This is an optimization exercise on Yosys and OpenROAD, whose aim is small area and few clock cycles per item, not a production implementation.
Only simulation tests tie the RTL to the original design; equivalence was not proved.

## flow/design.v (module list and top-level ports; edited modules follow where they fit)
// module ldr_mac: 1581 lines
// module ldr_fa: 4 lines
// module ldr_ha: 4 lines
// module ldr_han: 4 lines
// module ldr_hapn: 4 lines
// module ldr_xnor2: 3 lines
// module ldr_xor2: 3 lines
// module ldr_or2: 3 lines
// module ldr_nor2: 3 lines
// module ldr_gt16: 15 lines
// module ldr_gtr16: 15 lines
// module ldr_gtbit: 8 lines
// module ldr_eq16: 7 lines
// module light_dimmer_ramp_controller: 195 lines
module light_dimmer_ramp_controller
(
    input  wire logic        i_clk,
    input  wire logic        i_rst_n,
    input  wire logic        in_valid,
    output logic             in_ready,
    input  wire logic        in_op,
    input  wire logic [1:0]  in_port,
    input  wire logic        in_payload_on,
    input  wire logic [15:0] in_level_value,
    input  wire logic        in_readback_ok,
    output logic             out_valid,
    input  wire logic        out_ready,
    output logic             out_write_valid,
    output logic      [15:0] out_write_level,
    output logic             out_ramp_running,
    input  wire logic        psel,
    input  wire logic        penable,
    input  wire logic        pwrite,
    input  wire logic [4:0]  paddr,
    input  wire logic [31:0] pwdata,
    output logic      [31:0] prdata,
    output logic             pready
);
  // ...
==> flow/flow/run.sh <==
#!/bin/bash
# The standard layout (the standard.sh: ORFS synthesis through finish), with
# one change: the buffer that global placement puts on each input and output
# port is the smallest buffer cell instead of the one buffer_ports picks itself.
set -euo pipefail
export BUFFER_PORTS_ARGS="-buffer_cell sky130_fd_sc_hd__buf_1"
bash standard.sh > standard.log 2>&1
==> flow/standard.sh <==
#!/bin/bash
# synth_recipe.tcl (not shown) runs the flow's synth.tcl, then flattens the netlist and writes it again
# the make line also repeats each setting of config.mk as NAME=value (left out here)
make -C /OpenROAD-flow-scripts/flow DESIGN_CONFIG=/design/flow/config.mk WORK_HOME=/design/flow/orfs CLKGATE_MAP_FILE= SYNTH_SCRIPT=/design/flow/synth_recipe.tcl "${@:-finish}"
==> flow/config.mk <==
export PLATFORM = sky130hd
export DESIGN_NAME = light_dimmer_ramp_controller
export DESIGN_NICKNAME = light_dimmer_ramp_controller
export VERILOG_FILES = /design/flow/design.v
export SDC_FILE = /design/flow/constraint.sdc
export NUM_CORES = 4
export LEC_CHECK = 0
export CAP_MARGIN = 20
export CORE_MARGIN = 2
export CORE_UTILIZATION = 40
export CTS_BUF_LIST = sky130_fd_sc_hd__clkbuf_8
export SLEW_MARGIN = 20
export SYNTH_HIERARCHICAL = 1
==> flow/constraint.sdc <==
create_clock -name core_clock -period 15.0 [get_ports {i_clk}]
set_input_delay 3.0000 -clock core_clock [delete_from_list [all_inputs] [get_ports {i_clk}]]
set_output_delay 3.0000 -clock core_clock [all_outputs]
set_load 0.01 [all_outputs]
==> flow_metrics.env, run 1 <==
export IMPL_clk_pin_slew_ps=80
export IMPL_area_growth_pct=7.11
export IMPL_multi_input_gates=1235
export IMPL_avgSynthCellArea_sq_um=9.72
export IMPL_yosysTopAreaCell="fa_1"
export IMPL_root_buffer="clkbuf_8"
export IMPL_grt_usage=0.237
export IMPL_diodes=0
export IMPL_clock_skew_ps=20.7
export IMPL_grt_pass1_wl_um=73200
export IMPL_rrSetupSlack_ps=3640
export IMPL_reg2reg_to="r_rem[11]"
export IMPL_crit_cells=41
export IMPL_hold_slack_ps=533
export IMPL_hold_violations=0
export IMPL_max_cap_violations=0
export IMPL_bufAreaShareNonClock=0.0387
export IMPL_dpl_hpwl_um=36500
export IMPL_grt_max_degree=42
export IMPL_required_ps=15400
export IMPL_buffers=126
export IMPL_worst_pin_slew_ps=1010
export IMPL_postLayoutCoreUtil=0.437
export IMPL_clk_share=0.0264
export IMPL_dp_cells=2096
export IMPL_routed_top_layer="met4"
export IMPL_placed_area_sq_mm=0.0161
export IMPL_status="timing/DRC/antenna clean"
export IMPL_syn_area_sq_mm=0.0154
export IMPL_area_sequential_sq_mm=0.00328
export IMPL_yosysSeqAreaShare=0.213
export IMPL_synth_top_area_frac=0.292
export IMPL_hp_start="r_kind[0]"
export IMPL_cpLargestDelayFamily="adder cells"
export IMPL_synth_compound_area_frac=0.115
export IMPL_tap_cells=511
Testbench counts, summed over its fixed seeds: cycles 25,664, items 25,600.
==> module light_dimmer_ramp_controller, before the edit <==
module light_dimmer_ramp_controller
(
    input  wire logic        i_clk,
    input  wire logic        i_rst_n,
    input  wire logic        in_valid,
    output logic             in_ready,
    input  wire logic        in_op,
    input  wire logic [1:0]  in_port,
    input  wire logic        in_payload_on,
    input  wire logic [15:0] in_level_value,
    input  wire logic        in_readback_ok,
    output logic             out_valid,
    input  wire logic        out_ready,
    output logic             out_write_valid,
    output logic      [15:0] out_write_level,
    output logic             out_ramp_running,
    input  wire logic        psel,
    input  wire logic        penable,
    input  wire logic        pwrite,
    input  wire logic [4:0]  paddr,
    input  wire logic [31:0] pwdata,
    output logic      [31:0] prdata,
    output logic             pready
);
    logic [1:0]  c_mode;
    logic        c_two;
    logic        c_onmax;
    logic [15:0] c_off;
    logic [15:0] c_min;
    logic [15:0] c_max;
    logic [15:0] c_step;
    logic [15:0] c_grow;
    logic [2:0]  w_idx;
    logic        w_wr;
    logic [7:0]  w_sel;
    assign w_idx  = paddr[4:2];
    assign w_wr   = psel && penable && pwrite;
    assign pready = 1'b1;
    always_comb begin
        for (int i = 0; i < 8; i++)
            w_sel[i] = (w_idx == 3'(i));
    end
    logic [7:0]  w_cen;
    logic [15:0] w_d0;      
    logic [15:0] w_d1;      
    assign w_d0  = pwdata[15:0] & {16{i_rst_n}};
    assign w_d1  = pwdata[15:0] | {16{!i_rst_n}};
    assign w_cen = {8{!i_rst_n}} | ({8{w_wr}} & w_sel);
    always_ff @(posedge i_clk) begin
        if (w_cen[0]) c_mode  <= w_d0[1:0];
        if (w_cen[1]) c_two   <= w_d0[0];
        if (w_cen[2]) c_onmax <= w_d0[0];
        if (w_cen[3]) c_off   <= w_d0;
        if (w_cen[4]) c_min   <= {w_d0[15:12], w_d1[11:8], w_d0[7:0]};
        if (w_cen[5]) c_max   <= {w_d0[15], w_d1[14:13], w_d0[12:11], w_d1[10], w_d0[9:0]};
        if (w_cen[6]) c_step  <= {w_d0[15:9], w_d1[8], w_d0[7:0]};
        if (w_cen[7]) c_grow  <= w_d0;
    end
    assign prdata[31:16] = 16'd0;
    assign prdata[15:0] =
          ({16{w_sel[0]}} & {14'd0, c_mode})
        | ({16{w_sel[1]}} & {15'd0, c_two})
        | ({16{w_sel[2]}} & {15'd0, c_onmax})
        | ({16{w_sel[3]}} & c_off)
        | ({16{w_sel[4]}} & c_min)
        | ({16{w_sel[5]}} & c_max)
        | ({16{w_sel[6]}} & c_step)
        | ({16{w_sel[7]}} & c_grow);
    logic [15:0] r_lvl;
    logic [15:0] r_rem;
    logic        r_busy;
    logic        r_up;
    logic        r_out_valid;
    logic [2:0]  r_kind;
    localparam logic [2:0] K_NONE = 3'd0;
    localparam logic [2:0] K_LVL  = 3'd1;
    localparam logic [2:0] K_REM  = 3'd2;
    localparam logic [2:0] K_OFF  = 3'd3;
    localparam logic [2:0] K_ZERO = 3'd4;
    localparam logic [2:0] K_ONE  = 3'd5;
    logic w_acc;
    assign in_ready = !r_out_valid || out_ready;
    assign w_acc    = in_valid && in_ready;
    logic        w_press;
    logic [15:0] w_base;
    logic        w_dir;
    logic [15:0] w_s;
    logic [17:0] w_z;
    logic        w_hi;
    logic [15:0] w_v;
    logic        w_gt;
    logic        w_lt;
    logic        w_selmax;
    logic        w_selmin;
    logic        w_selv;
    logic [15:0] w_n;
    logic [15:0] w_tgt;
    logic        w_lim;
    assign w_press = !in_op && c_mode == 2'd2 && (in_port == 2'd1 || in_port == 2'd2);
    assign w_base  = (!in_op && in_readback_ok) ? in_level_value : r_lvl;
    assign w_dir   = in_op ? r_up : (in_port == 2'd1);
    assign w_s     = {c_step[15:1], c_step[0] | (c_step == 16'd0)};
    ldr_mac u_mac (
        .b  (w_base),
        .g  (c_grow),
        .s  (w_s),
        .dn (!w_dir),
        .z  (w_z)
    );
    assign w_hi = w_z[17] | w_z[16];
    assign w_v  = w_dir ? w_z[15:0] : ~w_z[15:0];
    ldr_gt16 u_gt (.a(w_v),   .b(c_max), .y(w_gt));    
    ldr_gt16 u_lt (.a(c_min), .b(w_v),   .y(w_lt));    
    assign w_selmax = w_hi ? w_dir : w_gt;
    assign w_selmin = w_hi ? !w_dir : (!w_gt && w_lt);
    assign w_selv   = !w_hi && !w_gt && !w_lt;
    assign w_n = ({16{w_selmax}} & c_max) | ({16{w_selmin}} & c_min) | ({16{w_selv}} & w_v);
    assign w_tgt = w_dir ? c_max : c_min;
    ldr_eq16 u_lim (.a(w_n), .b(w_tgt), .y(w_lim));
    logic w_max_lt_min;
    logic w_lvl_lt_min;
    logic w_rem_ok_n;
    logic w_rem_ok_l;
    ldr_gtr16 u_mm  (.a(c_min), .b(c_max), .y(w_max_lt_min));
    ldr_gtr16 u_lvl (.a(c_min), .b(r_lvl), .y(w_lvl_lt_min));
    assign w_rem_ok_n = !(w_selmax && w_max_lt_min) && !c_onmax;
    assign w_rem_ok_l = !w_lvl_lt_min && !c_onmax;
    logic w_on;
    assign w_on = c_two ? (in_port == 2'd0) : in_payload_on;
    always_ff @(posedge i_clk) begin
        if (!i_rst_n) begin
            r_lvl       <= 16'd0;
            r_rem       <= 16'd0;
            r_busy      <= 1'b0;
            r_up        <= 1'b0;
            r_out_valid <= 1'b0;
            r_kind      <= K_NONE;
        end else begin
            if (w_acc) begin
                r_out_valid <= 1'b1;
            end else if (out_ready) begin
                r_out_valid <= 1'b0;
            end
            if (w_acc) begin
                if (in_op) begin
                    if (r_busy) begin
                        r_lvl  <= w_n;
                        r_kind <= K_LVL;
                        if (w_lim) begin
                            r_busy <= 1'b0;
                            if (w_rem_ok_n) r_rem <= w_n;
                        end
                    end else begin
                        r_kind <= K_NONE;
                    end
                end else if (w_press) begin
                    if (in_payload_on) begin
                        r_up   <= w_dir;
                        r_lvl  <= w_n;
                        r_kind <= K_LVL;
                        r_busy <= !w_lim;
                        if (w_lim && w_rem_ok_n) r_rem <= w_n;
                        else if (r_busy && w_rem_ok_l) r_rem <= r_lvl;
                    end else begin
                        r_kind <= K_NONE;
                        r_busy <= 1'b0;
                        if (r_busy && w_rem_ok_l) r_rem <= r_lvl;
                    end
                end else if (in_port == 2'd3) begin
                    if (!r_busy) r_lvl <= in_level_value;
                    if (in_level_value != 16'd0) r_rem <= in_level_value;
                    r_kind <= K_NONE;
                end else if (c_two && !in_payload_on) begin
                    r_kind <= K_NONE;
                end else if (c_mode == 2'd1 || c_mode == 2'd2) begin
                    r_kind <= w_on ? K_REM : K_OFF;
                end else begin
                    r_kind <= w_on ? K_ONE : K_ZERO;
                end
            end
        end
    end
    logic w_k_lvl, w_k_rem, w_k_off;
    assign w_k_lvl = (r_kind == K_LVL);
    assign w_k_rem = (r_kind == K_REM);
    assign w_k_off = (r_kind == K_OFF);
    assign out_valid        = r_out_valid;
    assign out_ramp_running = r_busy;
    assign out_write_valid  = (r_kind != K_NONE);
    assign out_write_level  =
          ({16{w_k_lvl}} & r_lvl)
        | ({16{w_k_rem}} & ((r_rem != 16'd0) ? r_rem : c_max))
        | ({16{w_k_off}} & c_off)
        | {15'd0, r_kind == K_ONE};
endmodule
==> run 2, diff against run 1 <==
--- a/flow/design.v
+++ b/flow/design.v
@@ -781,20 +781,20 @@
     wire r774;
     wire r775;
     wire r776;
     wire r777;
     wire r778;
     wire r779;
     wire r780;
     wire r781;
-    wire g782;
-    wire h783;
-    wire g784;
-    wire h785;
+    wire r782;
+    wire r783;
+    wire r784;
+    wire r785;
     wire g786;
     wire h787;
     wire g788;
     wire h789;
     wire g790;
     wire h791;
     wire g792;
     wire h793;
@@ -822,20 +822,20 @@
     wire h815;
     wire g816;
     wire h817;
     wire g818;
     wire h819;
     wire g820;
     wire h821;
     wire g822;
-    wire h823;
-    wire g824;
-    wire h825;
-    wire g826;
+    wire G823;
+    wire P824;
+    wire G825;
+    wire P826;
     wire G827;
     wire P828;
     wire G829;
     wire P830;
     wire G831;
     wire P832;
     wire G833;
     wire P834;
@@ -880,52 +880,34 @@
     wire G873;
     wire P874;
     wire G875;
     wire P876;
     wire G877;
     wire P878;
     wire G879;
     wire P880;
-    wire G881;
-    wire P882;
-    wire G883;
-    wire P884;
-    wire G885;
-    wire P886;
-    wire G887;
-    wire P888;
-    wire G889;
-    wire P890;
-    wire G891;
-    wire P892;
-    wire G893;
-    wire P894;
-    wire G895;
-    wire P896;
-    wire G897;
-    wire P898;
-    wire z899;
-    wire z900;
-    wire z901;
-    wire z902;
-    wire z903;
-    wire z904;
-    wire z905;
-    wire z906;
-    wire z907;
-    wire z908;
-    wire z909;
-    wire z910;
-    wire z911;
-    wire z912;
-    wire z913;
-    wire z914;
-    wire z915;
-    wire z916;
+    wire z881;
+    wire z882;
+    wire z883;
+    wire z884;
+    wire z885;
+    wire z886;
+    wire z887;
+    wire z888;
+    wire z889;
+    wire z890;
+    wire z891;
+    wire z892;
+    wire z893;
+    wire z894;
+    wire z895;
+    wire z896;
+    wire z897;
+    wire z898;
     assign p1 = ~(g[0] & b[0]);
     assign p2 = ~(g[0] & b[1]);
     assign p3 = ~(g[0] & b[2]);
     assign p4 = ~(g[0] & b[3]);
     assign p5 = ~(g[0] & b[4]);
     assign p6 = ~(g[0] & b[5]);
     assign p7 = ~(g[0] & b[6]);
     assign p8 = ~(g[0] & b[7]);
@@ -1457,132 +1439,118 @@
     assign r774 = (~c713 & ~s714) | (~c713 & r773) | (~s714 & r773);
     assign r775 = (~c715 & ~s716) | (~c715 & r774) | (~s716 & r774);
     assign r776 = (~c717 & ~s718) | (~c717 & r775) | (~s718 & r775);
     assign r777 = (~c719 & ~s720) | (~c719 & r776) | (~s720 & r776);
     assign r778 = (~c721 & ~s722) | (~c721 & r777) | (~s722 & r777);
     assign r779 = (~c723 & ~s724) | (~c723 & r778) | (~s724 & r778);
     assign r780 = (~c725 & ~s726) | (~c725 & r779) | (~s726 & r779);
     assign r781 = (~c727 & ~s728) | (~c727 & r780) | (~s728 & r780);
-    ldr_hapn u_g782 (.a(c729), .b(s730), .s(h783), .co(g782));
-    ldr_hapn u_g784 (.a(c731), .b(s732), .s(h785), .co(g784));
-    ldr_hapn u_g786 (.a(c733), .b(s734), .s(h787), .co(g786));
-    ldr_hapn u_g788 (.a(c735), .b(s736), .s(h789), .co(g788));
-    ldr_hapn u_g790 (.a(c737), .b(s738), .s(h791), .co(g790));
-    ldr_hapn u_g792 (.a(c739), .b(s740), .s(h793), .co(g792));
-    ldr_hapn u_g794 (.a(c741), .b(s742), .s(h795), .co(g794));
-    ldr_hapn u_g796 (.a(c743), .b(s744), .s(h797), .co(g796));
-    ldr_hapn u_g798 (.a(c745), .b(s746), .s(h799), .co(g798));
-    ldr_hapn u_g800 (.a(c747), .b(s748), .s(h801), .co(g800));
-    ldr_hapn u_g802 (.a(c749), .b(s750), .s(h803), .co(g802));
-    ldr_hapn u_g804 (.a(c751), .b(s752), .s(h805), .co(g804));
-    ldr_hapn u_g806 (.a(s754), .b(c753), .s(h807), .co(g806));
-    ldr_hapn u_g808 (.a(s756), .b(c755), .s(h809), .co(g808));
-    ldr_hapn u_g810 (.a(c757), .b(s758), .s(h811), .co(g810));
-    ldr_hapn u_g812 (.a(c759), .b(s760), .s(h813), .co(g812));
-    ldr_hapn u_g814 (.a(s762), .b(c761), .s(h815), .co(g814));
-    ldr_hapn u_g816 (.a(c763), .b(s764), .s(h817), .co(g816));
-    ldr_hapn u_g818 (.a(s766), .b(c765), .s(h819), .co(g818));
-    ldr_hapn u_g820 (.a(s768), .b(c767), .s(h821), .co(g820));
-    assign g822 = 1'b0;
-    assign h823 = ~c769;
-    assign g824 = 1'b0;
-    assign h825 = 1'b0;
-    assign g826 = g782 | (h783 & r781);
-    assign G827 = g784 | (h785 & g826);
-    assign P828 = h785 & h783;
-    assign G829 = g788 | (h789 & g786);
-    assign P830 = h789 & h787;
-    assign G831 = g792 | (h793 & g790);
-    assign P832 = h793 & h791;
-    assign G833 = g796 | (h797 & g794);
-    assign P834 = h797 & h795;
-    assign G835 = g800 | (h801 & g798);
-    assign P836 = h801 & h799;
-    assign G837 = g804 | (h805 & g802);
-    assign P838 = h805 & h803;
-    assign G839 = g808 | (h809 & g806);
-    assign P840 = h809 & h807;
-    assign G841 = g812 | (h813 & g810);
-    assign P842 = h813 & h811;
-    assign G843 = g816 | (h817 & g814);
-    assign P844 = h817 & h815;
-    assign G845 = g820 | (h821 & g818);
-    assign P846 = h821 & h819;
-    assign G847 = g824 | (h825 & g822);
-    assign P848 = h825 & h823;
-    assign G849 = G829 | (P830 & G827);
-    assign P850 = P830 & P828;
-    assign G851 = G833 | (P834 & G831);
-    assign P852 = P834 & P832;
-    assign G853 = G837 | (P838 & G835);
-    assign P854 = P838 & P836;
-    assign G855 = G841 | (P842 & G839);
-    assign P856 = P842 & P840;
-    assign G857 = G845 | (P846 & G843);
-    assign P858 = P846 & P844;
-    assign G859 = G851 | (P852 & G849);
-    assign P860 = P852 & P850;
-    assign G861 = G855 | (P856 & G853);
-    assign P862 = P856 & P854;
-    assign G863 = G861 | (P862 & G859);
-    assign P864 = P862 & P860;
-    assign G865 = G853 | (P854 & G859);
-    assign P866 = P854 & P860;
-    assign G867 = G857 | (P858 & G863);
-    assign P868 = P858 & P864;
-    assign G869 = G831 | (P832 & G849);
-    assign P870 = P832 & P850;
-    assign G871 = G835 | (P836 & G859);
-    assign P872 = P836 & P860;
-    assign G873 = G839 | (P840 & G865);
-    assign P874 = P840 & P866;
-    assign G875 = G843 | (P844 & G863);
-    assign P876 = P844 & P864;
-    assign G877 = G847 | (P848 & G867);
-    assign P878 = P848 & P868;
-    assign G879 = g786 | (h787 & G827);
-    assign P880 = h787 & P828;
-    assign G881 = g790 | (h791 & G849);
-    assign P882 = h791 & P850;
-    assign G883 = g794 | (h795 & G869);
-    assign P884 = h795 & P870;
-    assign G885 = g798 | (h799 & G859);
-    assign P886 = h799 & P860;
-    assign G887 = g802 | (h803 & G871);
-    assign P888 = h803 & P872;
-    assign G889 = g806 | (h807 & G865);
-    assign P890 = h807 & P866;
-    assign G891 = g810 | (h811 & G873);
-    assign P892 = h811 & P874;
-    assign G893 = g814 | (h815 & G863);
-    assign P894 = h815 & P864;
-    assign G895 = g818 | (h819 & G875);
-    assign P896 = h819 & P876;
-    assign G897 = g822 | (h823 & G867);
-    assign P898 = h823 & P868;
-    assign z899 = h791 ^ G849;
-    assign z900 = h793 ^ G881;
-    assign z901 = h795 ^ G869;
-    assign z902 = h797 ^ G883;
-    assign z903 = h799 ^ G859;
-    assign z904 = h801 ^ G885;
-    assign z905 = h803 ^ G871;
-    assign z906 = h805 ^ G887;
-    assign z907 = h807 ^ G865;
-    assign z908 = h809 ^ G889;
-    assign z909 = h811 ^ G873;
-    assign z910 = h813 ^ G891;
-    assign z911 = h815 ^ G863;
-    assign z912 = h817 ^ G893;
-    assign z913 = h819 ^ G875;
-    assign z914 = h821 ^ G895;
-    assign z915 = h823 ^ G867;
-    assign z916 = h825 ^ G897;
-    assign z = {z916, z915, z914, z913, z912, z911, z910, z909, z908, z907, z906, z905, z904, z903, z902, z901, z900, z899};
+    assign r782 = (~c729 & ~s730) | (~c729 & r781) | (~s730 & r781);
+    assign r783 = (~c731 & ~s732) | (~c731 & r782) | (~s732 & r782);
+    assign r784 = (~c733 & ~s734) | (~c733 & r783) | (~s734 & r783);
+    assign r785 = (~c735 & ~s736) | (~c735 & r784) | (~s736 & r784);
+    ldr_hapn u_g786 (.a(c737), .b(s738), .s(h787), .co(g786));
+    ldr_hapn u_g788 (.a(c739), .b(s740), .s(h789), .co(g788));
+    ldr_hapn u_g790 (.a(c741), .b(s742), .s(h791), .co(g790));
+    ldr_hapn u_g792 (.a(c743), .b(s744), .s(h793), .co(g792));
+    ldr_hapn u_g794 (.a(c745), .b(s746), .s(h795), .co(g794));
+    ldr_hapn u_g796 (.a(c747), .b(s748), .s(h797), .co(g796));
+    ldr_hapn u_g798 (.a(c749), .b(s750), .s(h799), .co(g798));
+    ldr_hapn u_g800 (.a(c751), .b(s752), .s(h801), .co(g800));
+    ldr_hapn u_g802 (.a(s754), .b(c753), .s(h803), .co(g802));
+    ldr_hapn u_g804 (.a(s756), .b(c755), .s(h805), .co(g804));
+    ldr_hapn u_g806 (.a(c757), .b(s758), .s(h807), .co(g806));
+    ldr_hapn u_g808 (.a(c759), .b(s760), .s(h809), .co(g808));
+    ldr_hapn u_g810 (.a(s762), .b(c761), .s(h811), .co(g810));
+    ldr_hapn u_g812 (.a(c763), .b(s764), .s(h813), .co(g812));
+    ldr_hapn u_g814 (.a(s766), .b(c765), .s(h815), .co(g814));
+    ldr_hapn u_g816 (.a(s768), .b(c767), .s(h817), .co(g816));
+    assign g818 = 1'b0;
+    assign h819 = ~c769;
+    assign g820 = 1'b0;
+    assign h821 = 1'b0;
+    assign g822 = g786 | (h787 & r785);
+    assign G823 = g788 | (h789 & g822);
+    assign P824 = h789 & h787;
+    assign G825 = g792 | (h793 & g790);
+    assign P826 = h793 & h791;
+    assign G827 = g796 | (h797 & g794);
+    assign P828 = h797 & h795;
+    assign G829 = g800 | (h801 & g798);
+    assign P830 = h801 & h799;
+    assign G831 = g804 | (h805 & g802);
+    assign P832 = h805 & h803;
+    assign G833 = g808 | (h809 & g806);
+    assign P834 = h809 & h807;
+    assign G835 = g812 | (h813 & g810);
+    assign P836 = h813 & h811;
+    assign G837 = g816 | (h817 & g814);
+    assign P838 = h817 & h815;
+    assign G839 = g820 | (h821 & g818);
+    assign P840 = h821 & h819;
+    assign G841 = G825 | (P826 & G823);
+    assign P842 = P826 & P824;
+    assign G843 = G829 | (P830 & G827);
+    assign P844 = P830 & P828;
+    assign G845 = G833 | (P834 & G831);
+    assign P846 = P834 & P832;
+    assign G847 = G837 | (P838 & G835);
+    assign P848 = P838 & P836;
+    assign G849 = G843 | (P844 & G841);
+    assign P850 = P844 & P842;
+    assign G851 = G847 | (P848 & G845);
+    assign P852 = P848 & P846;
+    assign G853 = G851 | (P852 & G849);
+    assign P854 = P852 & P850;
+    assign G855 = G845 | (P846 & G849);
+    assign P856 = P846 & P850;
+    assign G857 = G827 | (P828 & G841);
+    assign P858 = P828 & P842;
+    assign G859 = G831 | (P832 & G849);
+    assign P860 = P832 & P850;
+    assign G861 = G835 | (P836 & G855);
+    assign P862 = P836 & P856;
+    assign G863 = G839 | (P840 & G853);
+    assign P864 = P840 & P854;
+    assign G865 = g790 | (h791 & G823);
+    assign P866 = h791 & P824;
+    assign G867 = g794 | (h795 & G841);
+    assign P868 = h795 & P842;
+    assign G869 = g798 | (h799 & G857);
+    assign P870 = h799 & P858;
+    assign G871 = g802 | (h803 & G849);
+    assign P872 = h803 & P850;
+    assign G873 = g806 | (h807 & G859);
+    assign P874 = h807 & P860;
+    assign G875 = g810 | (h811 & G855);
+    assign P876 = h811 & P856;
+    assign G877 = g814 | (h815 & G861);
+    assign P878 = h815 & P862;
+    assign G879 = g818 | (h819 & G853);
+    assign P880 = h819 & P854;
+    assign z881 = h787 ^ r785;
+    assign z882 = h789 ^ g822;
+    assign z883 = h791 ^ G823;
+    assign z884 = h793 ^ G865;
+    assign z885 = h795 ^ G841;
+    assign z886 = h797 ^ G867;
+    assign z887 = h799 ^ G857;
+    assign z888 = h801 ^ G869;
+    assign z889 = h803 ^ G849;
+    assign z890 = h805 ^ G871;
+    assign z891 = h807 ^ G859;
+    assign z892 = h809 ^ G873;
+    assign z893 = h811 ^ G855;
+    assign z894 = h813 ^ G875;
+    assign z895 = h815 ^ G861;
+    assign z896 = h817 ^ G877;
+    assign z897 = h819 ^ G853;
+    assign z898 = h821 ^ G879;
+    assign z = {z898, z897, z896, z895, z894, z893, z892, z891, z890, z889, z888, z887, z886, z885, z884, z883, z882, z881};
 endmodule
 module ldr_fa (input wire a, input wire b, input wire c, output wire s, output wire co);
     assign s  = a ^ b ^ c;
     assign co = (a & b) | (a & c) | (b & c);
 endmodule
 module ldr_ha (input wire a, input wire b, output wire s, output wire co);
     assign s  = a ^ b;
     assign co = a & b;
@@ -1706,146 +1674,253 @@
         if (w_cen[1]) c_two   <= w_d0[0];
         if (w_cen[2]) c_onmax <= w_d0[0];
         if (w_cen[3]) c_off   <= w_d0;
         if (w_cen[4]) c_min   <= {w_d0[15:12], w_d1[11:8], w_d0[7:0]};
         if (w_cen[5]) c_max   <= {w_d0[15], w_d1[14:13], w_d0[12:11], w_d1[10], w_d0[9:0]};
         if (w_cen[6]) c_step  <= {w_d0[15:9], w_d1[8], w_d0[7:0]};
         if (w_cen[7]) c_grow  <= w_d0;
     end
-    assign prdata[31:16] = 16'd0;
-    assign prdata[15:0] =
-          ({16{w_sel[0]}} & {14'd0, c_mode})
-        | ({16{w_sel[1]}} & {15'd0, c_two})
-        | ({16{w_sel[2]}} & {15'd0, c_onmax})
-        | ({16{w_sel[3]}} & c_off)
-        | ({16{w_sel[4]}} & c_min)
-        | ({16{w_sel[5]}} & c_max)
-        | ({16{w_sel[6]}} & c_step)
-        | ({16{w_sel[7]}} & c_grow);
     logic [15:0] r_lvl;
     logic [15:0] r_rem;
     logic        r_busy;
     logic        r_up;
     logic        r_out_valid;
     logic [2:0]  r_kind;
     localparam logic [2:0] K_NONE = 3'd0;
     localparam logic [2:0] K_LVL  = 3'd1;
     localparam logic [2:0] K_REM  = 3'd2;
     localparam logic [2:0] K_OFF  = 3'd3;
     localparam logic [2:0] K_ZERO = 3'd4;
     localparam logic [2:0] K_ONE  = 3'd5;
     logic w_acc;
     assign in_ready = !r_out_valid || out_ready;
     assign w_acc    = in_valid && in_ready;
-    logic        w_press;
-    logic [15:0] w_base;
+    logic w_tick, w_press, w_report, w_switch, w_on;
+    assign w_tick   = in_op;
+    assign w_press  = !in_op && c_mode == 2'd2 && (in_port == 2'd1 || in_port == 2'd2);
+    assign w_report = !in_op && !w_press && in_port == 2'd3;
+    assign w_switch = !in_op && !w_press && in_port != 2'd3;
+    assign w_on     = c_two ? (in_port == 2'd0) : in_payload_on;
     logic        w_dir;
+    logic        w_base_in;
+    logic [15:0] w_base;
     logic [15:0] w_s;
     logic [17:0] w_z;
     logic        w_hi;
     logic [15:0] w_v;
     logic        w_gt;
     logic        w_lt;
     logic        w_selmax;
     logic        w_selmin;
     logic        w_selv;
     logic [15:0] w_n;
     logic [15:0] w_tgt;
     logic        w_lim;
-    assign w_press = !in_op && c_mode == 2'd2 && (in_port == 2'd1 || in_port == 2'd2);
-    assign w_base  = (!in_op && in_readback_ok) ? in_level_value : r_lvl;
-    assign w_dir   = in_op ? r_up : (in_port == 2'd1);
-    assign w_s     = {c_step[15:1], c_step[0] | (c_step == 16'd0)};
+    assign w_dir     = in_op ? r_up : (in_port == 2'd1);
+    assign w_base_in = !in_op && in_readback_ok;
+    assign w_s       = {c_step[15:1], c_step[0] | (c_step == 16'd0)};
     ldr_mac u_mac (
         .b  (w_base),
         .g  (c_grow),
         .s  (w_s),
         .dn (!w_dir),
         .z  (w_z)
     );
     assign w_hi = w_z[17] | w_z[16];
-    assign w_v  = w_dir ? w_z[15:0] : ~w_z[15:0];
     ldr_gt16 u_gt (.a(w_v),   .b(c_max), .y(w_gt));    
     ldr_gt16 u_lt (.a(c_min), .b(w_v),   .y(w_lt));    
     assign w_selmax = w_hi ? w_dir : w_gt;
     assign w_selmin = w_hi ? !w_dir : (!w_gt && w_lt);
     assign w_selv   = !w_hi && !w_gt && !w_lt;
-    assign w_n = ({16{w_selmax}} & c_max) | ({16{w_selmin}} & c_min) | ({16{w_selv}} & w_v);
-    assign w_tgt = w_dir ? c_max : c_min;
-    ldr_eq16 u_lim (.a(w_n), .b(w_tgt), .y(w_lim));
+    logic w_eq_mm;
+    logic w_eq_vt;
+    ldr_eq16 u_emm (.a(c_max), .b(c_min), .y(w_eq_mm));
+    ldr_eq16 u_evt (.a(w_v),   .b(w_tgt), .y(w_eq_vt));
+    assign w_lim = (w_selmax && (w_dir || w_eq_mm))
+                || (w_selmin && (!w_dir || w_eq_mm))
+                || (w_selv && w_eq_vt);
     logic w_max_lt_min;
     logic w_lvl_lt_min;
     logic w_rem_ok_n;
     logic w_rem_ok_l;
     ldr_gtr16 u_mm  (.a(c_min), .b(c_max), .y(w_max_lt_min));
     ldr_gtr16 u_lvl (.a(c_min), .b(r_lvl), .y(w_lvl_lt_min));
     assign w_rem_ok_n = !(w_selmax && w_max_lt_min) && !c_onmax;
     assign w_rem_ok_l = !w_lvl_lt_min && !c_onmax;
-    logic w_on;
-    assign w_on = c_two ? (in_port == 2'd0) : in_payload_on;
+    logic w_step;
+    logic w_fin_l;      
+    assign w_step  = (w_tick && r_busy) || (w_press && in_payload_on);
+    assign w_fin_l = w_press && r_busy;
+    logic w_l_n, w_l_in, w_l_hold;
+    assign w_l_n    = i_rst_n && w_acc && w_step;
+    assign w_l_in   = i_rst_n && w_acc && w_report && !r_busy;
+    assign w_l_hold = i_rst_n && !(w_acc && (w_step || (w_report && !r_busy)));
+    logic w_rin_nz;
+    logic w_r_n, w_r_l, w_r_in, w_r_hold;
+    assign w_rin_nz = |in_level_value;
+    assign w_r_n    = i_rst_n && w_acc && w_step && w_lim && w_rem_ok_n;
+    assign w_r_l    = i_rst_n && w_acc && w_fin_l && w_rem_ok_l
+                      && !(in_payload_on && w_lim && w_rem_ok_n);
+    assign w_r_in   = i_rst_n && w_acc && w_report && w_rin_nz;
+    assign w_r_hold = i_rst_n && !w_r_n && !w_r_l && !w_r_in;
+    logic w_o_lvl, w_o_rem, w_o_max, w_o_off;
+    logic w_remnz;
+    assign w_remnz = |r_rem;
+    assign w_o_lvl = (r_kind == K_LVL);
+    assign w_o_rem = (r_kind == K_REM) && w_remnz;
+    assign w_o_max = (r_kind == K_REM) && !w_remnz;
+    assign w_o_off = (r_kind == K_OFF);
+    logic [15:0] w_lvl_d;
+    logic [15:0] w_rem_d;
+    logic [15:0] w_out;
+    logic [15:0] w_prd;
+    genvar gi;
+    generate
+        for (gi = 0; gi < 16; gi++) begin : g_slice
+            ldr_slice u_slice (
+                .lvl     (r_lvl[gi]),
+                .rem     (r_rem[gi]),
+                .inl     (in_level_value[gi]),
+                .z       (w_z[gi]),
+                .cmax    (c_max[gi]),
+                .cmin    (c_min[gi]),
+                .coff    (c_off[gi]),
+                .cstep   (c_step[gi]),
+                .cgrow   (c_grow[gi]),
+                .base_in (w_base_in),
+                .dn      (!w_dir),
+                .selmax  (w_selmax),
+                .selmin  (w_selmin),
+                .selv    (w_selv),
+                .l_n     (w_l_n),
+                .l_in    (w_l_in),
+                .l_hold  (w_l_hold),
+                .r_n     (w_r_n),
+                .r_l     (w_r_l),
+                .r_in    (w_r_in),
+                .r_hold  (w_r_hold),
+                .o_lvl   (w_o_lvl),
+                .o_rem   (w_o_rem),
+                .o_max   (w_o_max),
+                .o_off   (w_o_off),
+                .rd_off  (w_sel[3]),
+                .rd_min  (w_sel[4]),
+                .rd_max  (w_sel[5]),
+                .rd_step (w_sel[6]),
+                .rd_grow (w_sel[7]),
+                .base    (w_base[gi]),
+                .v       (w_v[gi]),
+                .n       (w_n[gi]),
+                .tgt     (w_tgt[gi]),
+                .lvl_d   (w_lvl_d[gi]),
+                .rem_d   (w_rem_d[gi]),
+                .out     (w_out[gi]),
+                .prd     (w_prd[gi])
+            );
+        end
+    endgenerate
+    always_ff @(posedge i_clk) begin
+        r_lvl <= w_lvl_d;
+        r_rem <= w_rem_d;
+    end
     always_ff @(posedge i_clk) begin
         if (!i_rst_n) begin
-            r_lvl       <= 16'd0;
-            r_rem       <= 16'd0;
             r_busy      <= 1'b0;
             r_up        <= 1'b0;
             r_out_valid <= 1'b0;
             r_kind      <= K_NONE;
         end else begin
             if (w_acc) begin
                 r_out_valid <= 1'b1;
             end else if (out_ready) begin
                 r_out_valid <= 1'b0;
             end
             if (w_acc) begin
-                if (in_op) begin
+                if (w_tick) begin
                     if (r_busy) begin
-                        r_lvl  <= w_n;
                         r_kind <= K_LVL;
-                        if (w_lim) begin
-                            r_busy <= 1'b0;
-                            if (w_rem_ok_n) r_rem <= w_n;
-                        end
+                        if (w_lim) r_busy <= 1'b0;
                     end else begin
                         r_kind <= K_NONE;
                     end
                 end else if (w_press) begin
                     if (in_payload_on) begin
                         r_up   <= w_dir;
-                        r_lvl  <= w_n;
                         r_kind <= K_LVL;
                         r_busy <= !w_lim;
-                        if (w_lim && w_rem_ok_n) r_rem <= w_n;
-                        else if (r_busy && w_rem_ok_l) r_rem <= r_lvl;
                     end else begin
                         r_kind <= K_NONE;
                         r_busy <= 1'b0;
-                        if (r_busy && w_rem_ok_l) r_rem <= r_lvl;
                     end
-                end else if (in_port == 2'd3) begin
-                    if (!r_busy) r_lvl <= in_level_value;
-                    if (in_level_value != 16'd0) r_rem <= in_level_value;
+                end else if (w_report) begin
                     r_kind <= K_NONE;
                 end else if (c_two && !in_payload_on) begin
                     r_kind <= K_NONE;
                 end else if (c_mode == 2'd1 || c_mode == 2'd2) begin
                     r_kind <= w_on ? K_REM : K_OFF;
                 end else begin
                     r_kind <= w_on ? K_ONE : K_ZERO;
                 end
             end
         end
     end
-    logic w_k_lvl, w_k_rem, w_k_off;
-    assign w_k_lvl = (r_kind == K_LVL);
-    assign w_k_rem = (r_kind == K_REM);
-    assign w_k_off = (r_kind == K_OFF);
     assign out_valid        = r_out_valid;
     assign out_ramp_running = r_busy;
     assign out_write_valid  = (r_kind != K_NONE);
-    assign out_write_level  =
-          ({16{w_k_lvl}} & r_lvl)
-        | ({16{w_k_rem}} & ((r_rem != 16'd0) ? r_rem : c_max))
-        | ({16{w_k_off}} & c_off)
-        | {15'd0, r_kind == K_ONE};
+    assign out_write_level  = {w_out[15:1], w_out[0] | (r_kind == K_ONE)};
+    assign prdata[31:16] = 16'd0;
+    assign prdata[15:2]  = w_prd[15:2];
+    assign prdata[1]     = w_prd[1] | (w_sel[0] & c_mode[1]);
+    assign prdata[0]     = w_prd[0] | (w_sel[0] & c_mode[0]) | (w_sel[1] & c_two)
+                         | (w_sel[2] & c_onmax);
+endmodule
+module ldr_slice (
+    input  wire lvl,
+    input  wire rem,
+    input  wire inl,
+    input  wire z,
+    input  wire cmax,
+    input  wire cmin,
+    input  wire coff,
+    input  wire cstep,
+    input  wire cgrow,
+    input  wire base_in,
+    input  wire dn,
+    input  wire selmax,
+    input  wire selmin,
+    input  wire selv,
+    input  wire l_n,
+    input  wire l_in,
+    input  wire l_hold,
+    input  wire r_n,
+    input  wire r_l,
+    input  wire r_in,
+    input  wire r_hold,
+    input  wire o_lvl,
+    input  wire o_rem,
+    input  wire o_max,
+    input  wire o_off,
+    input  wire rd_off,
+    input  wire rd_min,
+    input  wire rd_max,
+    input  wire rd_step,
+    input  wire rd_grow,
+    output wire base,
+    output wire v,
+    output wire n,
+    output wire tgt,
+    output wire lvl_d,
+    output wire rem_d,
+    output wire out,
+    output wire prd
+);
+    assign base  = base_in ? inl : lvl;
+    assign v     = z ^ dn;
+    assign n     = (selmax & cmax) | (selmin & cmin) | (selv & v);
+    assign tgt   = dn ? cmin : cmax;
+    assign lvl_d = (l_n & n) | (l_in & inl) | (l_hold & lvl);
+    assign rem_d = (r_n & n) | (r_l & lvl) | (r_in & inl) | (r_hold & rem);
+    assign out   = (o_lvl & lvl) | (o_rem & rem) | (o_max & cmax) | (o_off & coff);
+    assign prd   = (rd_off & coff) | (rd_min & cmin) | (rd_max & cmax) | (rd_step & cstep)
+                 | (rd_grow & cgrow);
 endmodule
 `default_nettype wire
==> flow/flow/run.sh (replaced) <==
#!/bin/bash
# The standard layout (the standard.sh: ORFS synthesis through finish), with
# two changes:
#  - the buffer that global placement puts on each input and output port is the
#    smallest buffer cell instead of the one buffer_ports picks itself;
#  - clock tree synthesis builds the tree from clkbuf_8 cells and adds no dummy
#    loads (the tree is small: about 120 flip-flops).
set -euo pipefail
export BUFFER_PORTS_ARGS="-buffer_cell sky130_fd_sc_hd__buf_1"
export CTS_ARGS="-sink_clustering_enable -repair_clock_nets -buf_list sky130_fd_sc_hd__clkbuf_8 -dont_use_dummy_load"
bash standard.sh > standard.log 2>&1
==> flow/config.mk (replaced) <==
export PLATFORM = sky130hd
export DESIGN_NAME = light_dimmer_ramp_controller
export DESIGN_NICKNAME = light_dimmer_ramp_controller
export VERILOG_FILES = /design/flow/design.v
export SDC_FILE = /design/flow/constraint.sdc
export NUM_CORES = 4
export LEC_CHECK = 0
export CAP_MARGIN = 20
export CORE_MARGIN = 2
export CORE_UTILIZATION = 40
export SLEW_MARGIN = 20
export SYNTH_HIERARCHICAL = 1
==> run 2 against run 1 <==
Against the previous run: still clean; routed wire length fell by 0.80%; fmax rose by 6.7%; critical path type unchanged; critical endpoint is now r_rem[10]; largest cell class unchanged.
==> flow_metrics.env, run 2 <==
export IMPL_area_growth_pct=4.73
export IMPL_timing_fmax_mhz=77.3
export IMPL_final_cells=2005
export IMPL_hold_violations=0
export IMPL_wire_per_inst_um=23.4
export IMPL_drt_first_iter_violations=1473
export IMPL_path_max_fanout=17
export IMPL_critPathLaunchType="input port"
export IMPL_clk_latency_ps=470
export IMPL_drc=0
export IMPL_fp_dieH_um=198
export IMPL_clockBufferDepth=2
export IMPL_required_ps=15320
export IMPL_mostFrequentLayoutCell="nand2_1"
export IMPL_fillCellCount=3648
export IMPL_numCtsBuffers=17
export IMPL_die_width_um=198
export IMPL_period_needed_ps=12930
export IMPL_final_area_sq_mm=0.0157
export IMPL_cts_resized=0
export IMPL_dpl_hpwl_um=34900
export IMPL_worstPathArrival_ps=13250
export IMPL_cts_hold_buffers=0
export IMPL_drtAntennaViolNets=0
export IMPL_antenna_found_initial=0
export IMPL_core_region_area_sq_mm=0.0368
export IMPL_clk_pin_slew_ps=60
export IMPL_die_area_sq_mm=0.0390
export IMPL_cp_end_kind="flip-flop"
export IMPL_clock_sinks=122
export IMPL_placed_area_sq_mm=0.0155
export IMPL_syn_area_sq_mm=0.0150
export IMPL_vias_per_cell=5.88
export IMPL_clock_skew_ps=34.6
export IMPL_cts_tree="done"
export IMPL_rsz0062_at_grt="no"
export IMPL_tns_ps=0
export IMPL_cts_setup_buffers=0
export IMPL_critPathKind="in -> reg"
export IMPL_final_setup_viol_count=0
export IMPL_synthCells=1530
export IMPL_most_common_layout_cells="nand2_1 (307), fa_1 (225), inv_1 (116)"
export IMPL_hp_class="reg -> reg"
export IMPL_grt_pass1_wl_um=73000
export IMPL_finalCritPeriodShare=0.862
export IMPL_grt_max_degree=49
export IMPL_max_stage_delay_ps=600
export IMPL_drive_above_1_share=0.0930
export IMPL_crit_path_frequent_cell="fa_1"
export IMPL_port_buffers=82
export IMPL_initial_core_util=0.407
export IMPL_diodes=0
export IMPL_first_pass_iters=6
export IMPL_maxSlewViolCount=0
export IMPL_grt_usage=0.249
export IMPL_htreeDepth=4
export IMPL_globalplace_congestion=0.935
export IMPL_ys_warn_count=7
export IMPL_max_cap_violations=0
export IMPL_vias=11799
export IMPL_avgSynthCellArea_sq_um=9.80
export IMPL_dp_cells=1988
export IMPL_max_slew_margin=0.185
export IMPL_cpMaxStageDelayCell="fa_1"
export IMPL_root_buffer="clkbuf_8"
export IMPL_placementRows=70
export IMPL_nNetsFinal=1844
export IMPL_rrSetupSlack_ps=4900
export IMPL_pin_count=118
export IMPL_grt_ovfl_total=0
export IMPL_grt_pass1_vias=12381
export IMPL_status="timing/DRC/antenna clean"
export IMPL_worst_pin_slew_ps=1220
export IMPL_routed_wl_um=46900
-- run 2: metal layers --
layer / up-vias / wire length [um] / GRT usage
li1: 5145 / - / -
met1: 6001 / 19900 / 0.351
met2: 582 / 21900 / 0.399
met3: 71 / 3990 / 0.0374
met4: 0 / 1210 / 0.0693
met5: - / 0 / 0
-- run 2: path summary, 6_finish.rpt --
| kind | startpoint | end | cells past startpoint |
|---|---|---|---|
| worst min register to register | r_rem[2] | r_rem[2] | 2 |
| worst max register to register | r_lvl[6] | r_rem[10] | 36 |
| worst max-delay path | in_op | r_rem[10] | 39 |
| worst min-delay path | r_rem[2] | r_rem[2] | 2 |
-- run 2: cell type report --
type / instances / area (sq um) / share of cell area
flip-flops and latches: 122 / 3280 / 0.209
multi-input cells: 1171 / 10600 / 0.678
well taps: 468 / 586 / 0.0373
inverters: 119 / 449 / 0.0286
clock buffers: 17 / 234 / 0.0149
repair buffers: 108 / 503 / 0.0320
-- run 2: critical path: cells and delay by family --
kind                     cells  cell delay [ps]
AO/OA/AOI/OAI               16             3450
AND/OR/NAND/NOR             10             1730
multiplexers                 1              550
buffers and inverters        3              680
XOR/XNOR                     1              560
adder cells (fa/ha/maj)      8             3240
-- run 2: stage by stage --
| stage | setup slack [ps] | hold slack, ps | util |
|---|---|---|---|
| after detailed placement | 1640 | 520 | 0.420 |
| after global routing | 1320 | 563 | 0.427 |
| after global placement | 1800 | 514 | 0.420 |
| after floorplan | 2280 | 488 | - |
| final | 2070 | 538 | 0.427 |
| after CTS | 2050 | 533 | 0.427 |
Testbench counts of run 2, summed over its fixed seeds: cycles 25,664, items 25,600.
==> run 3, diff against run 2 <==
--- a/flow/config.mk
+++ b/flow/config.mk
@@ -8,5 +8,6 @@
 export CAP_MARGIN = 20
 export CORE_MARGIN = 2
-export CORE_UTILIZATION = 40
+export CORE_UTILIZATION = 60
+export GPL_TIMING_DRIVEN = 0
 export SLEW_MARGIN = 20
 export SYNTH_HIERARCHICAL = 1
==> run 3 against run 2 <==
Against the previous run: first-iteration DRC count is 19% higher; count of clock-buffer cells in the layout did not move; worst setup slack worse by 890 ps; flip-flop and latch count unchanged; register-to-register slack worse by 910 ps; critical path type unchanged.
==> flow_metrics.env, run 3 <==
export IMPL_cpMaxStageDelayCell="o21ai_2"
export IMPL_vias=12303
export IMPL_globalplace_congestion=0.922
export IMPL_drtAntennaViolNets=0
export IMPL_hold_violations=0
export IMPL_final_cells=1981
export IMPL_worst_pin_slew_ps=1030
export IMPL_dp_cells=1964
export IMPL_critPathLaunchType="input port"
export IMPL_fp_dieH_um=162
export IMPL_drc=0
export IMPL_placementRows=57
export IMPL_max_cap_violations=0
export IMPL_initial_core_util=0.615
export IMPL_hold_slack_ps=530
export IMPL_clk_pin_slew_ps=60
export IMPL_cp_end_kind="flip-flop"
export IMPL_ys_warn_count=7
export IMPL_syn_area_sq_mm=0.0150
export IMPL_drive_above_1_share=0.124
export IMPL_die_area_sq_mm=0.0263
export IMPL_crit_path_frequent_cell="fa_1"
export IMPL_root_buffer="clkbuf_8"
export IMPL_worstPathArrival_ps=14170
export IMPL_synthCells=1530
export IMPL_antenna_found_initial=0
export IMPL_first_pass_iters=9
export IMPL_grt_ovfl_total=0
export IMPL_grt_pass1_wl_um=70400
export IMPL_pin_count=118
export IMPL_critPathKind="in -> reg"
export IMPL_diodes=0
export IMPL_grt_max_degree=35
export IMPL_nNetsFinal=1964
export IMPL_cts_hold_buffers=0
export IMPL_finalCritPeriodShare=0.921
export IMPL_port_buffers=82
export IMPL_most_common_layout_cells="nand2_1 (307), fa_1 (225), inv_1 (116)"
export IMPL_required_ps=15350
export IMPL_routed_wl_um=45200
export IMPL_rsz0062_at_grt="no"
export IMPL_status="timing/DRC/antenna clean"
export IMPL_grt_pass1_vias=12513
export IMPL_htreeDepth=4
export IMPL_final_setup_viol_count=0
export IMPL_rrSetupSlack_ps=3990
export IMPL_timing_fmax_mhz=72.4
export IMPL_clock_sinks=122
export IMPL_vias_per_cell=6.21
export IMPL_clk_latency_ps=450
export IMPL_cts_tree="done"
export IMPL_mostFrequentLayoutCell="nand2_1"
export IMPL_numCtsBuffers=17
export IMPL_core_region_area_sq_mm=0.0244
export IMPL_cpLargestDelayFamily="compound AO/OA/AOI/OAI gates"
export IMPL_grt_usage=0.356
export IMPL_drt_first_iter_violations=1757
export IMPL_cts_resized=0
export IMPL_max_slew_margin=0.311
export IMPL_clockBufferDepth=2
export IMPL_wire_per_inst_um=22.8
export IMPL_avgSynthCellArea_sq_um=9.80
export IMPL_dpl_hpwl_um=35400
export IMPL_crit_buf_inv=7
export IMPL_period_needed_ps=13820
export IMPL_cts_setup_buffers=0
export IMPL_path_max_fanout=16
export IMPL_hp_class="reg -> reg"
export IMPL_clock_skew_ps=32.8
export IMPL_area_growth_pct=8.13
export IMPL_die_width_um=162
export IMPL_maxSlewViolCount=0
export IMPL_max_stage_delay_ps=600
-- run 3: per-layer routing --
metal / track usage / share of wire / up-vias
met4: 0.106 / 0.028 / 0
met5: 0 / 0 / -
met3: 0.0751 / 0.10 / 88
met2: 0.547 / 0.45 / 736
met1: 0.515 / 0.42 / 6089
li1: - / - / 5390
-- run 3: layout make-up --
cell class	instances	area, sq um
Multi-Input combinational cell	1171	10700
Clock buffer	17	234
Fill cell	2040	8180
Tap cell	324	405
Sequential cell	122	3280
Timing Repair Buffer	95	432
Buffer	133	747
Inverter	119	449
-- run 3: tightest hold or removal path: cells and delay by family (launching register included) --
kind            cells  cell delay, ps
compound gates      2             160
flops               1             340
-- run 3: path summary, 6_finish.rpt --
path / startpoint / endpoint / depth (start not counted)
min reg2reg: r_rem[10] / r_rem[10] / 2
max: in_op / r_rem[9] / 44
max reg2reg: r_lvl[8] / r_rem[9] / 41
min: r_rem[10] / r_rem[10] / 2
-- run 3: through the flow --
stage / setup slack, ps / util / cell area [sq um] / setup TNS [ps]
floorplan: 2280 / - / 15000 / 0
global placement: -318 / 0.646 / 15800 / -8630
detailed placement: 904 / 0.655 / 16000 / 0
CTS: 1330 / 0.664 / 16200 / 0
global route: 607 / 0.665 / 16200 / 0
finish: 1180 / 0.665 / 16200 / 0
==> run 4, diff against run 3 <==
--- a/flow/design.v
+++ b/flow/design.v
@@ -1621,4 +1621,20 @@
     assign y = &(a ~^ b);
 endmodule
+module ldr_gt16c (
+    input  wire [15:0] a,
+    input  wire [15:0] b,
+    input  wire        ci,
+    output wire        y
+);
+    wire [16:0] g;
+    assign g[0] = ci;
+    genvar i;
+    generate
+        for (i = 0; i < 16; i = i + 1) begin : g_bit
+            assign g[i+1] = (a[i] & ~b[i]) | (a[i] & g[i]) | (~b[i] & g[i]);
+        end
+    endgenerate
+    assign y = g[16];
+endmodule
 `default_nettype none
 module light_dimmer_ramp_controller
@@ -1714,6 +1730,6 @@
     logic        w_selv;
     logic [15:0] w_n;
-    logic [15:0] w_tgt;
     logic        w_lim;
+    logic        w_max_lt_min;
     assign w_dir     = in_op ? r_up : (in_port == 2'd1);
     assign w_base_in = !in_op && in_readback_ok;
@@ -1727,17 +1743,15 @@
     );
     assign w_hi = w_z[17] | w_z[16];
-    ldr_gt16 u_gt (.a(w_v),   .b(c_max), .y(w_gt));    
-    ldr_gt16 u_lt (.a(c_min), .b(w_v),   .y(w_lt));    
+    logic w_gt_min;
+    ldr_gt16c u_gx (.a(w_v), .b(c_max), .ci(!w_max_lt_min), .y(w_gt));   
+    ldr_gt16  u_lx (.a(w_v), .b(c_min), .y(w_gt_min));                   
+    assign w_lt = !w_gt_min;                                              
     assign w_selmax = w_hi ? w_dir : w_gt;
     assign w_selmin = w_hi ? !w_dir : (!w_gt && w_lt);
     assign w_selv   = !w_hi && !w_gt && !w_lt;
     logic w_eq_mm;
-    logic w_eq_vt;
     ldr_eq16 u_emm (.a(c_max), .b(c_min), .y(w_eq_mm));
-    ldr_eq16 u_evt (.a(w_v),   .b(w_tgt), .y(w_eq_vt));
-    assign w_lim = (w_selmax && (w_dir || w_eq_mm))
-                || (w_selmin && (!w_dir || w_eq_mm))
-                || (w_selv && w_eq_vt);
-    logic w_max_lt_min;
+    assign w_lim = w_hi || (w_dir ? (w_gt || (w_lt && w_eq_mm))
+                                  : (w_gt ? w_eq_mm : w_lt));
     logic w_lvl_lt_min;
     logic w_rem_ok_n;
@@ -1811,5 +1825,4 @@
                 .v       (w_v[gi]),
                 .n       (w_n[gi]),
-                .tgt     (w_tgt[gi]),
                 .lvl_d   (w_lvl_d[gi]),
                 .rem_d   (w_rem_d[gi]),
@@ -1908,5 +1921,4 @@
     output wire v,
     output wire n,
-    output wire tgt,
     output wire lvl_d,
     output wire rem_d,
@@ -1917,5 +1929,4 @@
     assign v     = z ^ dn;
     assign n     = (selmax & cmax) | (selmin & cmin) | (selv & v);
-    assign tgt   = dn ? cmin : cmax;
     assign lvl_d = (l_n & n) | (l_in & inl) | (l_hold & lvl);
     assign rem_d = (r_n & n) | (r_l & lvl) | (r_in & inl) | (r_hold & rem);
--- a/flow/config.mk
+++ b/flow/config.mk
@@ -8,6 +8,5 @@
 export CAP_MARGIN = 20
 export CORE_MARGIN = 2
-export CORE_UTILIZATION = 60
-export GPL_TIMING_DRIVEN = 0
+export CORE_UTILIZATION = 40
 export SLEW_MARGIN = 20
 export SYNTH_HIERARCHICAL = 1
==> run 4 against run 3 <==
Against the previous run: first-iteration DRC count fell by 24%; routed wire length rose by 0.64%; fmax rose by 2.7%; hold slack improved by 4.4 ps; synthesized area fell by 2.1%; via count fell by 5.8%; final cell count fell by 0.66%; clock skew fell by 11 ps; count of clock-buffer cells in the layout did not move.
==> flow_metrics.env, run 4 <==
export IMPL_postLayoutCoreUtil=0.423
export IMPL_cpMaxStageDelayCell="mux2_2"
export IMPL_wl_met2_um=22200
export IMPL_wire_per_inst_um=23.1
export IMPL_required_ps=15310
export IMPL_vias_per_cell=5.89
export IMPL_clockBufferDepth=2
export IMPL_rsz0062_at_grt="no"
export IMPL_period_needed_ps=13450
export IMPL_die_width_um=196
export IMPL_worst_pin_slew_ps=1150
export IMPL_clock_skew_ps=22.1
export IMPL_cts_setup_buffers=0
export IMPL_holdPathEnd="r_up"
export IMPL_cts_hold_buffers=0
export IMPL_max_stage_delay_ps=670
export IMPL_htreeDepth=4
export IMPL_cts_resized=0
export IMPL_hp_class="reg -> reg"
export IMPL_grt_pass1_vias=11989
export IMPL_grt_pass1_wl_um=70000
export IMPL_initial_core_util=0.404
export IMPL_cp_end_kind="flip-flop"
export IMPL_maxSlewViolCount=0
export IMPL_globalplace_congestion=0.881
export IMPL_drt_first_iter_violations=1344
export IMPL_synthCells=1496
export IMPL_port_buffers=82
export IMPL_cts_tree="done"
export IMPL_vias=11592
export IMPL_drive_above_1_share=0.0887
export IMPL_ys_warn_count=7
export IMPL_avgSynthCellArea_sq_um=9.81
export IMPL_hold_violations=0
export IMPL_final_cells=1968
export IMPL_reg2reg_depth=37
export IMPL_tns_ps=0
export IMPL_timing_fmax_mhz=74.3
export IMPL_worstPathArrival_ps=13760
export IMPL_dp_cells=1950
export IMPL_clk_pin_slew_ps=60
export IMPL_wl_met1_um=18800
export IMPL_pin_count=118
export IMPL_drtAntennaViolNets=0
export IMPL_final_setup_viol_count=0
export IMPL_max_slew_margin=0.233
export IMPL_fp_dieH_um=196
export IMPL_area_growth_pct=4.92
export IMPL_grt_max_degree=40
export IMPL_rr_startpoint="r_lvl[8]"
export IMPL_pre_cts_ws_ps=1330
export IMPL_layout_setup_ws_ps=1550
export IMPL_drc=0
export IMPL_mostFrequentLayoutCell="nand2_1"
export IMPL_numCtsBuffers=17
export IMPL_dpl_hpwl_um=33700
export IMPL_first_pass_iters=7
export IMPL_path_max_fanout=17
export IMPL_max_cap_violations=0
export IMPL_reg2reg_to="r_rem[1]"
export IMPL_most_common_layout_cells="nand2_1 (305), fa_1 (225), inv_1 (119)"
export IMPL_placementRows=70
export IMPL_hp_start="r_up"
export IMPL_nNetsFinal=1805
export IMPL_grt_usage=0.241
export IMPL_crit_path_frequent_cell="fa_1"
export IMPL_wl_met3_um=3560
export IMPL_die_area_sq_mm=0.0382
export IMPL_clock_sinks=122
export IMPL_root_buffer="clkbuf_8"
export IMPL_fillCellCount=3518
export IMPL_routed_top_layer="met4"
export IMPL_syn_area_sq_mm=0.0147
export IMPL_core_region_area_sq_mm=0.0363
export IMPL_critPathLaunchType="input port"
export IMPL_rrSetupSlack_ps=4500
export IMPL_grt_ovfl_total=0
export IMPL_finalCritPeriodShare=0.897
export IMPL_hold_depth=2
export IMPL_status="timing/DRC/antenna clean"
export IMPL_clk_latency_ps=450
export IMPL_antenna_found_initial=1
export IMPL_routed_wl_um=45500
export IMPL_critPathKind="in -> reg"
[run 4: area by class of cell]
cell class,count,area [sq um],share of cell area
repair buffers,109,512,0.0332
diodes,1,2.50,0.000163
multi-input cells,1130,10300,0.670
inverters,121,458,0.0298
clock buffers,17,234,0.0152
well taps,468,586,0.0380
flip-flops and latches,122,3280,0.213
[run 4: worst max-delay path, delay by kind of cell]
kind	cells	cell delay [ps]
AOI/OAI and AO/OA	15	3470
xor gates and xnor gates	2	570
adders and majority gates	8	3080
buffers and inverters	1	150
muxes	2	990
and+or+nand+nor	11	2470
[run 4: worst max path at each step]
stage / startpoint / endpoint / slack, ps
global placement: in_op / r_rem[1] / 1450
finish: in_op / r_rem[1] / 1550
floorplan: in_op / r_rem[0] / 1750
global route: in_op / r_rem[11] / 1070
detailed placement: in_op / r_rem[1] / 1330
CTS: in_op / r_rem[3] / 1750
[run 4: layer usage]
layer,up-vias,track usage
met5,-,0
met3,66,0.0430
met2,573,0.402
met4,0,0.0653
li1,5018,-
met1,5935,0.325
[run 4: through the flow]
| stage | area [sq um] | hold slack (ps) |
|---|---|---|
| final | 15400 | 535 |
| after CTS | 15400 | 540 |
| after floorplan | 14700 | 486 |
| after global placement | 15100 | 502 |
| after global routing | 15400 | 575 |
| after detailed placement | 15100 | 523 |
Testbench counts of run 4, summed over its fixed seeds: cycles 25,664, items 25,600.
==> run 5, diff against run 4 <==
--- a/flow/config.mk
+++ b/flow/config.mk
@@ -6,7 +6,7 @@
 export NUM_CORES = 4
 export LEC_CHECK = 0
-export CAP_MARGIN = 20
+export CAP_MARGIN = 0
 export CORE_MARGIN = 2
 export CORE_UTILIZATION = 40
-export SLEW_MARGIN = 20
+export SLEW_MARGIN = 0
 export SYNTH_HIERARCHICAL = 1
==> run 5 against run 4 <==
Against the previous run: worst setup slack lost 4.7 ps; critical endpoint unchanged; synthesized area is the same; still clean; non-clock buffer count is the same; flip-flop and latch count is the same.
==> flow_metrics.env, run 5 <==
export IMPL_max_slew_margin=0.112
export IMPL_avgSynthCellArea_sq_um=9.81
export IMPL_root_buffer="clkbuf_8"
export IMPL_final_area_sq_mm=0.0154
export IMPL_port_buffers=82
export IMPL_fp_dieH_um=196
export IMPL_first_pass_iters=9
export IMPL_worst_pin_slew_ps=1330
export IMPL_pin_count=118
export IMPL_most_common_layout_cells="nand2_1 (305), fa_1 (225), inv_1 (119)"
export IMPL_routed_wl_um=45700
export IMPL_clock_sinks=122
export IMPL_hp_class="reg -> reg"
export IMPL_numCtsBuffers=17
export IMPL_required_ps=15310
export IMPL_placed_area_sq_mm=0.0151
export IMPL_final_setup_viol_count=0
export IMPL_mostFrequentLayoutCell="nand2_1"
export IMPL_worstPathArrival_ps=13770
export IMPL_syn_area_sq_mm=0.0147
export IMPL_hold_violations=0
export IMPL_vias=11538
export IMPL_core_region_area_sq_mm=0.0363
export IMPL_htreeDepth=4
export IMPL_max_cap_violations=0
export IMPL_critPathKind="in -> reg"
export IMPL_die_area_sq_mm=0.0382
export IMPL_ys_warn_count=7
export IMPL_clockBufferDepth=2
export IMPL_vias_per_cell=5.87
export IMPL_drt_first_iter_violations=1259
export IMPL_drtAntennaViolNets=0
export IMPL_grt_pass1_wl_um=70400
export IMPL_crit_path_frequent_cell="fa_1"
export IMPL_cp_end_kind="flip-flop"
export IMPL_timing_fmax_mhz=74.3
export IMPL_diodes=0
export IMPL_maxSlewViolCount=0
export IMPL_cts_resized=0
export IMPL_critPathLaunchType="input port"
export IMPL_wire_per_inst_um=23.2
export IMPL_drive_above_1_share=0.0887
export IMPL_globalplace_congestion=0.881
export IMPL_cts_hold_buffers=0
export IMPL_initial_core_util=0.404
export IMPL_placementRows=70
export IMPL_rsz0062_at_grt="no"
export IMPL_grt_pass1_vias=12014
export IMPL_fillCellCount=3544
export IMPL_nNetsFinal=1805
export IMPL_grt_max_degree=40
export IMPL_period_needed_ps=13460
export IMPL_drc=0
export IMPL_grt_usage=0.242
export IMPL_cts_setup_buffers=0
export IMPL_clock_skew_ps=22.5
export IMPL_synthCells=1496
export IMPL_path_max_fanout=17
export IMPL_cts_tree="done"
export IMPL_max_stage_delay_ps=690
export IMPL_area_growth_pct=4.70
export IMPL_clk_pin_slew_ps=60
export IMPL_clk_latency_ps=450
export IMPL_status="timing/DRC/antenna clean"
export IMPL_die_width_um=196
export IMPL_antenna_found_initial=2
export IMPL_cpMaxStageDelayCell="mux2_2"
export IMPL_postLayoutCoreUtil=0.423
export IMPL_grt_ovfl_total=0
export IMPL_finalCritPeriodShare=0.897
export IMPL_tns_ps=0
export IMPL_dpl_hpwl_um=33700
## run 5: final cells by class
cell class | count | area (sq um) | share of cell area
clock buffers | 17 | 234 | 0.0152
inverters | 121 | 458 | 0.0298
multi-input cells | 1130 | 10300 | 0.670
flip-flops and latches | 122 | 3280 | 0.214
well taps | 468 | 586 | 0.0381
repair buffers | 109 | 512 | 0.0333
## run 5: final timing paths
kind / from / to / slack, ps / cells past startpoint
worst min-delay path: r_rem[9] / r_rem[9] / 540 / 2
worst max-delay path: in_op / r_rem[1] / 1540 / 39
worst max register to register: r_lvl[8] / r_rem[1] / 4500 / 37
worst min register to register: r_rem[9] / r_rem[9] / 540 / 2
## run 5: critical path, delay by kind of cell
kind	cells	cell delay, ps
AO/OA/AOI/OAI	15	3470
XOR/XNOR	2	540
AND/OR/NAND/NOR	11	2470
multiplexers	2	1000
buffers and inverters	1	160
adder cells (fa/ha/maj)	8	3080
## run 5: metrics by stage
| step | std cells | hold slack, ps | setup WS (ps) |
|---|---|---|---|
| 6_report | 1967 | 536 | 1540 |
| 5_1_grt | 1967 | 573 | 1130 |
| 4_1_cts | 1967 | 538 | 1740 |
| 3_5_place_dp | 1950 | 523 | 1300 |
| 3_3_place_gp | 1950 | 502 | 1450 |
| 2_1_floorplan | 1511 | 486 | 1750 |
## run 5: routing by layer
metal  global-route usage  vias to the layer above  wire length, um
li1                     -                     5020                -
met1                0.329                     5933            19100
met2                0.402                      520            22200
met3               0.0416                       65             3460
met4               0.0639                        0              976
met5                    0                        -                0

==> afterwards: timing with drivers on the ports <==
The results above use ideal ports. As a check the final layouts listed here were re-extracted and re-timed, cells and wires unchanged.
Step 1 (the two cells are an assumption about what drives the block):
set clk [get_ports {i_clk}]
set_driving_cell -lib_cell sky130_fd_sc_hd__clkbuf_16 $clk
set_driving_cell -lib_cell sky130_fd_sc_hd__buf_2 [delete_from_list [all_inputs] $clk]
Step 2 adds t to the input delays and takes it off the output delays; t is the mean of the earliest and latest rising clock arrival at the registers after step 1. Input paths then give back, and output paths get back, about the clock's delay inside the block.
a / b / c = ideal / step 1 / step 2; a / b = the first two.
| run | t, ns | setup slack, ns | worst register clock-pin slew, ns | worst data-port slew with drivers (ns) |
|---|---|---|---|---|
| run 1 | 0.496 | 1.198 / 1.211 / 0.715 | 0.10 / 0.10 | 0.04 |
| run 2 | 0.488 | 2.067 / 2.082 / 1.594 | 0.09 / 0.09 | 0.07 |
| run 3 | 0.472 | 1.178 / 1.199 / 0.727 | 0.09 / 0.09 | 0.05 |
| run 4 | 0.475 | 1.548 / 1.560 / 1.085 | 0.07 / 0.07 | 0.04 |
| run 5 | 0.478 | 1.543 / 1.556 / 1.078 | 0.07 / 0.07 | 0.04 |
After both steps every run listed still meets setup and hold. For run 1, which loses most, drivers alone change the setup slack by +0.013 ns; drivers and shift together by -0.483 ns.
